Source: an optimization exercise on an open RTL-to-GDS flow (aim: small area). Production flows keep margins and buffers that such runs may drop. The RTL was checked by simulation tests, not by an equivalence proof against the original design. Power and IR drop assume default switching activity.

===== flow/run.sh =====
#!/bin/bash
# Own flow: the standard layout (standard.sh with the standard flow's synthesis script
# synth_recipe.tcl), run from a copy of ORFS's scripts folder with these
# changes to how the layout is built:
#  - synthesis maps the logic with ABC's area script (ABC_AREA=1), and that
#    script (flow/abc_area.script) is an area-oriented one: dch + amap, twice;
#  - no adder cells: ADDER_MAP_FILE is empty, so Yosys's extract_fa does not
#    run and ABC maps the adders' logic itself, with fewer inverters.
#    Registers are mapped by dfflibmap as in the standard synthesis, so they
#    are the standard synthesis's registers (same names and cell types);
#  - the port buffers that global placement inserts are the smallest buffer,
#    sky130_fd_sc_hd__buf_1, instead of the cell buffer_ports picks itself;
#  - clock tree synthesis uses clkbuf_8 in small sink clusters and inserts no
#    dummy loads.
set -euo pipefail
here=$(pwd)
rm -rf "$here/scripts_abc"
cp -r "$FLOW_HOME/scripts" "$here/scripts_abc"
cp "$here/flow/abc_area.script" "$here/scripts_abc/abc_area.script"
export BUFFER_PORTS_ARGS="-buffer_cell sky130_fd_sc_hd__buf_1"
export CTS_ARGS="-sink_clustering_enable -repair_clock_nets -sink_clustering_size 18 -sink_clustering_max_diameter 60 -buf_list sky130_fd_sc_hd__clkbuf_8 -dont_use_dummy_load"
bash standard.sh SCRIPTS_DIR="$here/scripts_abc" ABC_AREA=1 ADDER_MAP_FILE= finish > standard_make.log 2>&1

===== flow/abc_area.script =====
strash
dch
amap
strash
dch
amap
topo
stime -c

===== standard.sh =====
#!/bin/bash
# synth_recipe.tcl (not shown) runs the flow's synth.tcl, then flattens the netlist and writes it again
# the make line also repeats each setting of config.mk as NAME=value (left out here)
make -C /OpenROAD-flow-scripts/flow DESIGN_CONFIG=/design/flow/config.mk WORK_HOME=/design/flow/orfs CLKGATE_MAP_FILE= SYNTH_SCRIPT=/design/flow/synth_recipe.tcl "${@:-finish}"

===== config.mk =====
export PLATFORM = sky130hd
export DESIGN_NAME = icmp_echo_reply_parser
export DESIGN_NICKNAME = icmp_echo_reply_parser
export VERILOG_FILES = /design/flow/design.v
export SDC_FILE = /design/flow/constraint.sdc
export NUM_CORES = 4
export LEC_CHECK = 0
export CAP_MARGIN = 20
export CORE_MARGIN = 2
export CORE_UTILIZATION = 70
export SLEW_MARGIN = 20

===== constraint.sdc =====
create_clock -name core_clock -period 10.0 [get_ports {i_clk}]
set_input_delay 2.0000 -clock core_clock [delete_from_list [all_inputs] [get_ports {i_clk}]]
set_output_delay 2.0000 -clock core_clock [all_outputs]
set_load 0.01 [all_outputs]

===== design.v =====
package icmp_pkg;
    localparam int MAX_PACKET = 2047;
    localparam int CNT_W      = $clog2(MAX_PACKET + 1);
    localparam int LEN_W      = 11;
    localparam int CFG_IDX_W  = 1;
    localparam int CFG_DATA_W = 16;
    localparam logic [CFG_IDX_W-1:0] CFG_ECHO_ID      = CFG_IDX_W'(0);
    localparam logic [CFG_IDX_W-1:0] CFG_REPORT_OTHER = CFG_IDX_W'(1);
    localparam logic [CNT_W-1:0] POS_VER_IHL = CNT_W'(0);
    localparam logic [CNT_W-1:0] POS_TTL     = CNT_W'(8);
    localparam logic [CNT_W-1:0] POS_PROTO   = CNT_W'(9);
    localparam logic [CNT_W-1:0] OFF_TYPE    = CNT_W'(0);
    localparam logic [CNT_W-1:0] OFF_CODE    = CNT_W'(1);
    localparam logic [CNT_W-1:0] OFF_ID_LO   = CNT_W'(4);
    localparam logic [CNT_W-1:0] OFF_ID_HI   = CNT_W'(5);
    localparam logic [CNT_W-1:0] OFF_SEQ_LO  = CNT_W'(6);
    localparam logic [CNT_W-1:0] OFF_SEQ_HI  = CNT_W'(7);
    localparam logic [CNT_W-1:0] OFF_SEC_LO  = CNT_W'(8);
    localparam logic [CNT_W-1:0] OFF_SEC_HI  = CNT_W'(11);
    localparam logic [CNT_W-1:0] OFF_USEC_LO = CNT_W'(12);
    localparam logic [CNT_W-1:0] OFF_USEC_HI = CNT_W'(15);
    localparam logic [7:0]       PROTO_ICMP      = 8'd1;
    localparam logic [7:0]       ICMP_ECHO_REPLY = 8'd0;
    localparam logic [CNT_W-1:0] MIN_IP_LEN      = CNT_W'(20);
    localparam logic [CNT_W-1:0] ICMP_HDR_LEN    = CNT_W'(8);
    localparam logic [CNT_W-1:0] ICMP_ECHO_LEN   = CNT_W'(16);
    localparam logic [19:0]      USEC_PER_SEC    = 20'd1000000;
    typedef enum logic [1:0] {
        KIND_DROP  = 2'd0,
        KIND_ECHO  = 2'd1,
        KIND_OTHER = 2'd2
    } t_kind;
    typedef struct packed {
        logic [7:0]         data_byte;
        logic               last_byte;
        logic signed [31:0] recv_sec;
        logic [19:0]        recv_usec;
    } t_in;
    typedef struct packed {
        t_kind              kind;
        logic [LEN_W-1:0]   icmp_len;
        logic [7:0]         msg_type;
        logic [7:0]         msg_code;
        logic [15:0]        seq;
        logic [7:0]         ttl;
        logic signed [31:0] rtt_sec;
        logic [19:0]        rtt_usec;
    } t_out;
    typedef struct packed {
        logic [15:0] echo_id;
        logic        report_other;
    } t_cfg;
    typedef struct packed {
        logic [CNT_W-1:0] byte_count;
        logic [5:0]       hdr_len;
        logic [7:0]       protocol;
        logic [7:0]       ttl;
        logic [7:0]       msg_type;
        logic [7:0]       msg_code;
        logic [15:0]      id;
        logic [15:0]      seq;
        logic [31:0]      send_sec;
        logic [31:0]      send_usec;
    } t_pkt;
    typedef struct packed {
        t_kind            kind;
        logic [LEN_W-1:0] icmp_len;
        logic [7:0]       msg_type;
        logic [7:0]       msg_code;
        logic [15:0]      seq;
        logic [7:0]       ttl;
        logic [31:0]      send_sec;
        logic [31:0]      send_usec;
        logic [31:0]      recv_sec;
        logic [19:0]      recv_usec;
    } t_job;
endpackage
module icmp_echo_reply_parser (
    input  logic                                i_clk,
    input  logic                                i_rst_n,
    input  logic                                i_valid,
    output logic                                o_ready,
    input  icmp_pkg::t_in                       i_data,
    output logic                                o_valid,
    input  logic                                i_ready,
    output icmp_pkg::t_out                      o_data,
    input  logic                                i_cfg_we,
    input  logic [icmp_pkg::CFG_IDX_W-1:0]      i_cfg_idx,
    input  logic [icmp_pkg::CFG_DATA_W-1:0]     i_cfg_data
);
    logic [15:0] r_echo_id;
    logic        r_report_other;
    always_ff @(posedge i_clk) begin
        if (!i_rst_n) begin
            r_echo_id      <= 16'd0;
            r_report_other <= 1'b1;
        end else if (i_cfg_we) begin
            if (i_cfg_idx == icmp_pkg::CFG_ECHO_ID)      r_echo_id      <= i_cfg_data;
            if (i_cfg_idx == icmp_pkg::CFG_REPORT_OTHER) r_report_other <= i_cfg_data[0];
        end
    end
    logic r_hv;      
    logic r_tv;      
    logic r_rv;      
    logic back_ready;
    logic pop;
    logic to_tail;
    assign back_ready = !r_rv || i_ready;
    assign pop        = r_hv && back_ready;
    logic [10:0] r_cnt;
    logic [3:0]  r_hl4;
    logic        r_proto_ok;  
    logic [7:0]  r_nttl;     
    logic [7:0]  r_ntype;
    logic [7:0]  r_ncode;
    logic [15:0] r_id;
    logic [15:0] r_nseq;
    logic [31:0] r_nssec;    
    logic [19:0] r_nsu;      
    logic        r_neg;      
    logic        r_big;      
    logic [7:0]  din;
    logic        accept;
    logic        push;
    logic        wr;
    logic [3:0]  hl4_c;
    logic [7:0]  rel;        
    logic        in_icmp;
    logic [3:0]  off;
    logic [10:0] cnt_inc;
    assign din     = i_data.data_byte;
    assign o_ready = !r_tv;
    assign accept  = i_valid && !r_tv;
    assign push    = accept && i_data.last_byte;
    assign wr      = accept && (r_cnt != 11'd2047);
    assign hl4_c   = (r_cnt == 11'd0) ? din[3:0] : r_hl4;
    assign rel     = {1'b0, r_cnt[6:0]} - {2'b00, hl4_c, 2'b00};
    assign in_icmp = (r_cnt[10:7] == 4'd0) && !rel[7] && (rel[6:4] == 3'd0);
    assign off     = rel[3:0];
    assign cnt_inc = (r_cnt == 11'd2047) ? r_cnt : r_cnt + 11'd1;
    logic w15;
    logic neg_c;
    logic big_c;
    assign w15   = wr && in_icmp && (off == 4'd15);
    assign neg_c = w15 ? din[7] : r_neg;
    assign big_c = w15 ? (r_big || (din[6:0] != 7'd0)) : r_big;
    logic [10:0] len;
    logic [10:0] ilen;
    logic        ilen_bw;
    logic        icmp_ok;
    logic        e_new;
    logic        o_new;
    logic        k_e;
    logic        k_o;
    logic        keep;
    assign len             = cnt_inc;
    assign {ilen_bw, ilen} = {1'b0, len} - {6'd0, hl4_c, 2'b00};
    assign icmp_ok = r_proto_ok && (len >= 11'd20) && !ilen_bw && (ilen[10:3] != 8'd0);
    assign e_new   = icmp_ok && (r_ntype == 8'hFF) && (r_id == r_echo_id) && (ilen[10:4] != 7'd0);
    assign o_new   = icmp_ok && (r_ntype != 8'hFF) && r_report_other;
    assign k_e     = r_tv ? r_proto_ok : e_new;
    assign k_o     = r_tv ? r_neg : o_new;
    assign keep    = k_e || k_o;
    logic [31:0] rs;
    logic [19:0] ru;
    logic [31:0] ds;
    logic [19:0] ud;
    logic        k32;
    logic        ud_co;
    logic        borrow;
    assign rs = i_data.recv_sec;
    assign ru = i_data.recv_usec;
    icmp_rca #(32) u_ds (.a(rs), .b(r_nssec), .ci(1'b1), .s(ds), .co(k32));
    icmp_rca #(20) u_ud (.a(ru), .b(r_nsu),   .ci(1'b1), .s(ud), .co(ud_co));
    assign borrow = !neg_c && (big_c || !ud_co);
    assign to_tail = push && r_hv && !pop;
    always_ff @(posedge i_clk) begin
        if (!i_rst_n) begin
            r_cnt <= 11'd0;
        end else if (r_tv) begin
            if (pop) r_cnt <= 11'd0;
        end else if (accept) begin
            if (!i_data.last_byte) r_cnt <= cnt_inc;
            else if (!to_tail)     r_cnt <= 11'd0;
        end
    end
    always_ff @(posedge i_clk) begin
        if (wr) begin
            if (r_cnt == 11'd0) r_hl4 <= din[3:0];
            if (r_cnt == 11'd8) r_nttl <= ~din;
            if (r_cnt == 11'd9 && !to_tail) r_proto_ok <= (din == icmp_pkg::PROTO_ICMP);
            if (in_icmp) begin
                case (off)
                    4'd0:  r_ntype     <= ~din;
                    4'd1:  r_ncode     <= ~din;
                    4'd4:  if (!to_tail) r_id[7:0] <= din;
                    4'd5:  r_id[15:8]  <= din;
                    4'd6:  r_nseq[7:0]  <= ~din;
                    4'd7:  r_nseq[15:8] <= ~din;
                    default: ;
                endcase
            end
        end
        if (to_tail) begin
            r_nssec   <= ds;
            r_nsu     <= ud;
            r_big     <= borrow;
            r_neg     <= o_new;
            r_proto_ok <= e_new;
        end else if (wr && in_icmp) begin
            case (off)
                4'd8:  r_nssec[7:0]   <= ~din;
                4'd9:  r_nssec[15:8] <= ~din;
                4'd10: r_nssec[23:16] <= ~din;
                4'd11: r_nssec[31:24] <= ~din;
                4'd12: r_nsu[7:0]    <= ~din;
                4'd13: r_nsu[15:8]   <= ~din;
                4'd14: begin
                    r_nsu[19:16] <= ~din[3:0];
                    r_big       <= (din[7:4] != 4'd0);
                end
                4'd15: begin
                    r_neg <= neg_c;
                    r_big <= big_c;
                end
                default: ;
            endcase
        end
    end
    logic        h_e;
    logic [10:0] h_ilen;
    logic [7:0]  h_code;
    logic [7:0]  h_u8;
    logic [15:0] h_seq;
    logic        h_b;
    logic [31:0] h_ds;
    logic [19:0] h_du;
    always_ff @(posedge i_clk) begin
        if (!i_rst_n) begin
            r_hv <= 1'b0;
            r_tv <= 1'b0;
        end else begin
            if (!r_hv || pop) r_hv <= r_tv || push;
            if (r_tv) begin
                if (pop) r_tv <= 1'b0;
            end else begin
                r_tv <= to_tail;
            end
        end
    end
    logic sel_n;
    logic sel_t;
    assign sel_n = k_e && !r_tv;
    assign sel_t = k_e && r_tv;
    always_ff @(posedge i_clk) begin
    end
    logic h_ld;
    logic h_hold;
    logic ld_n;
    logic ld_t;
    logic ld_e;
    logic ld_o;
    logic ld_k;
    assign h_ld   = !r_hv || pop;
    assign h_hold = !h_ld;
    assign ld_n   = h_ld && sel_n;
    assign ld_t   = h_ld && sel_t;
    assign ld_e   = h_ld && k_e;
    assign ld_o   = h_ld && k_o;
    assign ld_k   = h_ld && keep;
    always_ff @(posedge i_clk) begin
        if (h_ld) h_e <= k_e;
    end
    always_ff @(posedge i_clk) begin
        h_ilen <= (ilen & {11{ld_k}}) | (h_ilen & {11{h_hold}});
        h_code <= (~r_ncode & {8{ld_k}}) | (h_code & {8{h_hold}});
        h_u8   <= (~r_nttl & {8{ld_e}}) | (~r_ntype & {8{ld_o}}) | (h_u8 & {8{h_hold}});
        h_seq  <= (~r_nseq & {16{ld_e}}) | (h_seq & {16{h_hold}});
        h_b    <= (ld_n && borrow) || (ld_t && r_big) || (h_hold && h_b);
        h_ds   <= (ds & {32{ld_n}}) | (r_nssec & {32{ld_t}}) | (h_ds & {32{h_hold}});
        h_du   <= (ud & {20{ld_n}}) | (r_nsu & {20{ld_t}}) | (h_du & {20{h_hold}});
    end
    logic        q_e;
    logic [10:0] q_ilen;
    logic [7:0]  q_code;
    logic [7:0]  q_u8;
    logic [15:0] q_seq;
    logic [31:0] q_rtt_s;
    logic [19:0] q_rtt_u;
    logic [31:0] rtt_s;
    logic [19:0] rtt_u;
    logic [31:0] xs;
    logic [32:0] sk;
    logic        uc;
    assign xs = h_ds;
    assign sk[0] = h_b;
    for (genvar i = 0; i < 32; i++) begin : g_dec
        assign rtt_s[i] = xs[i] ^ sk[i];
        assign sk[i+1]  = sk[i] && !xs[i];
    end
    assign rtt_u[5:0] = h_du[5:0];
    icmp_rca #(14) u_usec (.a(h_du[19:6]),
                           .b(icmp_pkg::USEC_PER_SEC[19:6] & {14{h_b}}),
                           .ci(1'b0), .s(rtt_u[19:6]), .co(uc));
    always_ff @(posedge i_clk) begin
        if (!i_rst_n) begin
            r_rv <= 1'b0;
        end else if (back_ready) begin
            r_rv <= r_hv;
        end
    end
    always_ff @(posedge i_clk) begin
        if (back_ready) begin
            q_e     <= h_e;
            q_ilen  <= h_ilen;
            q_code  <= h_code;
            q_u8    <= h_u8;
            q_seq   <= h_seq;
            q_rtt_s <= rtt_s;
            q_rtt_u <= rtt_u;
        end
    end
    assign o_valid = r_rv;
    always_comb begin
        o_data          = '0;
        o_data.kind     = icmp_pkg::t_kind'({(q_ilen != 11'd0) && !q_e, q_e});
        o_data.icmp_len = q_ilen;
        o_data.msg_type = q_e ? 8'd0 : q_u8;
        o_data.msg_code = q_code;
        o_data.seq      = q_seq;
        o_data.ttl      = q_e ? q_u8 : 8'd0;
        o_data.rtt_sec  = $signed(q_rtt_s);
        o_data.rtt_usec = q_rtt_u;
    end
endmodule
module icmp_rca #(parameter int W = 8) (
    input  logic [W-1:0] a,
    input  logic [W-1:0] b,
    input  logic         ci,
    output logic [W-1:0] s,
    output logic         co
);
    logic [W:0] c;
    assign c[0] = ci;
    for (genvar i = 0; i < W; i++) begin : g_bit
        assign s[i]   = a[i] ^ b[i] ^ c[i];
        assign c[i+1] = (a[i] & b[i]) | (c[i] & (a[i] ^ b[i]));
    end
    assign co = c[W];
endmodule

==> run summary <==
-- cell families after synthesis --
| kind of cell | Yosys count | share of synthesized area |
|---|---|---|
| AO/OA/AOI/OAI | 462 | 0.201 |
| XOR/XNOR | 1 | 0.000621 |
| buffers and inverters | 235 | 0.0628 |
| flip-flops | 339 | 0.631 |
| AND/OR/NAND/NOR | 359 | 0.104 |
-- stage by stage --
| stage | utilization | std cells | hold WS, ns | setup WS, ns |
|---|---|---|---|---|
| floorplan | - | 1396 | 0.400 | 0.684 |
| global placement | 0.779 | 1862 | 0.402 | 1.55 |
| detailed placement | 0.779 | 1862 | 0.409 | 1.18 |
| CTS | 0.795 | 1885 | 0.405 | 1.30 |
| global route | 0.798 | 1890 | 0.421 | 0.0809 |
| finish | 0.798 | 1890 | 0.405 | 1.58 |
-- power by group --
part / switching [mW] / internal (mW) / leakage, nW
combinational: 0.101 / 0.0434 / 2.02
sequential: 0.0105 / 1.50 / 3.24
clock: 0.398 / 0.207 / 0.165
-- critical path, delay by kind of cell --
family / cells / cell delay (ns)
buffers and inverters: 2 / 0.18
AOI/OAI and AO/OA: 33 / 3.66
and+or+nand+nor: 31 / 2.85
-- final cells by class --
class | instances | share of cell area
clock buffer | 23 | 0.0202
inverter | 234 | 0.0564
multi-input combinational | 822 | 0.277
sequential | 339 | 0.570
tap | 265 | 0.0212
timing repair buffer | 207 | 0.0551
-- worst max-delay path by stage --
stage	endpoint	cells past startpoint	from
after floorplan	r_nssec[0]	6	i_ready
after global placement	r_nssec[31]	66	i_data[21]
after detailed placement	r_nssec[31]	66	i_data[21]
after CTS	q_rtt_s[31]	63	h_b
after global routing	q_rtt_s[31]	63	h_b
final	r_nssec[31]	66	i_data[21]
-- synth_stat cells (all sizes together) --
master   instances  area (µm²)
or3              6        37.5
o221a            1        11.3
nand2b           2        12.5
nand3            5        25.0
and3             1        6.26
o22a            10        87.6
nor2b            8        50.1
nand4            4        25.0
o21ai          242        1210
o221ai          60         526
o21bai           1        7.51
or2              2        12.5
o31ai            2        15.0
a311o            1        10.0
edfxtp         212        6370
nor4             3        18.8
a22oi           54         405
clkinv         234         878
o2111ai          1        8.76
a2111o           1        11.3
buf              1        7.51
or4              6        45.0
or4b             1        10.0
nand2          180         676
nand4b           1        8.76
a31oi            2        12.5
xor2             1        8.76
nor3             7        35.0
a2111oi          2        17.5
o22ai           31         194
nor2           132         495
o41ai            2        17.5
a221o            1        10.0
a21o             1        7.51
dfxtp          127        2540
o32ai            1        8.76
a21oi           35         175
o21a            14         105
and2             1        6.26
-- state kept, by name (all words and copies together), names as in the netlist, 4 cells and up --
| register | flops |
|---|---|
| q_code | 8 |
| q_ilen | 11 |
| r_nsu | 20 |
| q_seq | 16 |
| r_ncode | 8 |
| h_ds | 32 |
| q_rtt_s | 32 |
| h_u8 | 8 |
| r_nttl | 8 |
| r_cnt | 11 |
| h_code | 8 |
| r_id | 16 |
| q_u8 | 8 |
| r_nssec | 32 |
| h_du | 20 |
| q_rtt_u | 20 |
| r_hl4 | 4 |
| r_echo_id | 16 |
| r_ntype | 8 |
| r_nseq | 16 |
| h_ilen | 11 |
| h_seq | 16 |
-- layer usage --
metal / up-vias / GRT usage / part of all wire
met1: 5211 / 0.429 / 0.42
li1: 5471 / - / -
met4: 0 / 0.0777 / 0.027
met2: 505 / 0.497 / 0.47
met5: - / 0 / 0
met3: 73 / 0.0448 / 0.087
-- what timing repair did --
action / in CTS / in global routing
setup endpoints to repair: 0 / 2
endpoints found under the hold margin: 0 / 0
gates resized for setup: 0 / 2
buffers inserted: 0 / 3
==> flow_results.org <==
** Outcome
- Run status :: timing/DRC/antenna clean

** STA
- Final hold viol count :: 0
- Setup_tns :: 0 ns
- For the pin with the worst max-slew slack, the measured transition is 0.993 ns.
- Max Transition Viols Final :: 0
- The clock arrives with 0.0649 ns of skew.
- Setup violations remaining at the end of the flow were counted as 0.
- Setup repair after global routing left no endpoint under its margin.
- Maximum achievable frequency :: 119 MHz
- Of the available clock period, the critical path in the final layout requires 0.842.
- The worst pin sits at a relative slew slack of 0.338.
- For the finished layout, the period the worst path requires is 8.42 ns.

** Worst setup path
- In this run the register-to-register setup slack is 1.62 ns.
- The critical path is of the input pin to flop type.
- FF-to-FF path depth :: 63
- In this run the critical register-to-register path is launched from h_b.
- Maximum fanout along the worst path :: 2
- Largest incremental delay on the critical path :: 0.18 ns
- The worst setup path is launched from an input pin.
- Worst EP required :: 10.29 ns
- Data arrival time of the critical path :: 8.71 ns
- Cell repeated most along the worst path :: sky130_fd_sc_hd__o21ai_0
- Endpoint class of the critical path :: flop
- In this run the critical register-to-register path is captured at q_rtt_s[31].
- The largest individual stage delay along the critical path comes from the cell sky130_fd_sc_hd__a22oi_1.

** Synth
- Post-synthesis net count :: 1479
- Post-Synthesis Cells :: 1396
- Share of synthesized area occupied by flip-flops and latches :: 0.631
- After synthesis, the netlist uses 39 different library cells.
- Syn. warnings :: 1
- The synthesized netlist occupies a cell area of 14100 µm².
- A synthesized cell averages 10.1 µm².
- After synthesis the netlist holds a flip-flop and latch count of 339.

** Pwr
- Power spread over the standard cell area amounts to 144 nW/µm².
- The analysis attributes to cell leakage a power of 5.42 nW.
- Power, Total :: 2.26 mW
- Across the VDD grid, the largest voltage drop is 0.117 mV.

** Placement
- DP Wirelength :: 22700 µm
- During placement, the flow inserted port buffers numbering 189.
- Cell area after placement :: 15300 µm²
- Final Wtd Congestion :: 0.934

** Detailed routing
- Remaining design rule violation count :: 0
- Dividing the detail-routed via count by the number of cells gives 5.96.
- Violation count after the first detailed-route iteration :: 955
- In the final routed layout, each cell accounts on average for 17.2 µm.
- Number of detailed-routing iterations run before antenna repair :: 7
- Routed via count :: 11300
- Summed over all layers, the routed wires come to 32500 µm.
- Final antenna-violating net count :: 0

** Floorplan
- Chip height :: 146 µm
- Number of rows created at floorplan :: 51
- Core Box Area :: 19600 µm²
- In this run the count of I/O pins placed on the die edge is 190.
- Initial Util :: 0.720
- DIE AREA :: 21300 µm²
- From left edge to right edge, the die measures 146 µm.

** Global route
- The first global-routing pass estimated 51900 µm of wire.
- Pin count of the biggest net entering global routing :: 72
- Across every metal layer, demand over resource in global routing totals 0.302.
- The total overflow left after global routing is 0.
- Number of antenna violations at the first check in global routing :: 0
- The number of global-route vias before repair came to 10400.

** Clock network
- For the worst-skew pair, the clock arrives at the later sink with an insertion delay of 0.58 ns.
- In this run the number of H-tree levels came out at 1.
- TritonCTS built the clock tree.
- Count of hold-fix buffers inserted at cts :: 0
- Root Driver :: sky130_fd_sc_hd__clkbuf_8
- Max clock buf depth :: 3
- Clk pin slew, worst setup/hold paths :: 0.11 ns
- CTS saw 339 sinks.
- CTS buffer count :: 23

** Final layout
- In the final design database the tool counted 1710 nets.
- After filler insertion, the fill cell instance count of the layout stands at 1322.
- Area growth from synthesis to layout :: 10.9%
- In the final layout, the multi-input gates occupy 4340 µm².
- Combined flip-flop and latch cell area :: 8910 µm²
- Top library cells by usage in the layout, fill and taps aside :: sky130_fd_sc_hd__o21ai_0, sky130_fd_sc_hd__clkinv_1, sky130_fd_sc_hd__edfxtp_1
- The repair_antennas step left the layout with diodes totalling 0.
- The library cell used most frequently in the layout, excluding fill and tap cells, is sky130_fd_sc_hd__o21ai_0.
- Of the cells placed in the final design, the portion with a size suffix greater than 1 is 0.0289.
- Finished layout cell area :: 15600 µm²

** Hold path
- The startpoint identified for the worst hold timing path is h_ilen[7].
- Terminating pin of the worst hold path :: q_ilen[7]
- The tightest min-delay check is of the flop to flop type.
- Hold Path Stages :: 0

** Flow run
- The tool flagged a number of max-cap violations equal to 0.

re-timing with driven ports:
Ports are ideal in the flow. The routed layout listed here was re-timed in OpenROAD. Step 1 sets driving cells, clkbuf_16 on the clock port and buf_2 on the other inputs (assumed; they add their load-dependent delay and slew). Step 2 times the ports against the registers' clock, not the clock port: input delays grow and output delays shrink by t, the midpoint of the rising clock arrivals with the driver on. Three values: ideal, step 1, step 2; two values: the first two.
t (ns): 0.591
setup slack, ns: 1.583 / 1.601 / 1.010
hold slack, ns: 0.405 / 0.405 / 0.405
worst data-port slew with drivers (ns): 0.06
After both steps this run still meets setup and hold. The setup slack of this run moves by +0.018 ns with the drivers and by -0.573 ns with both steps.
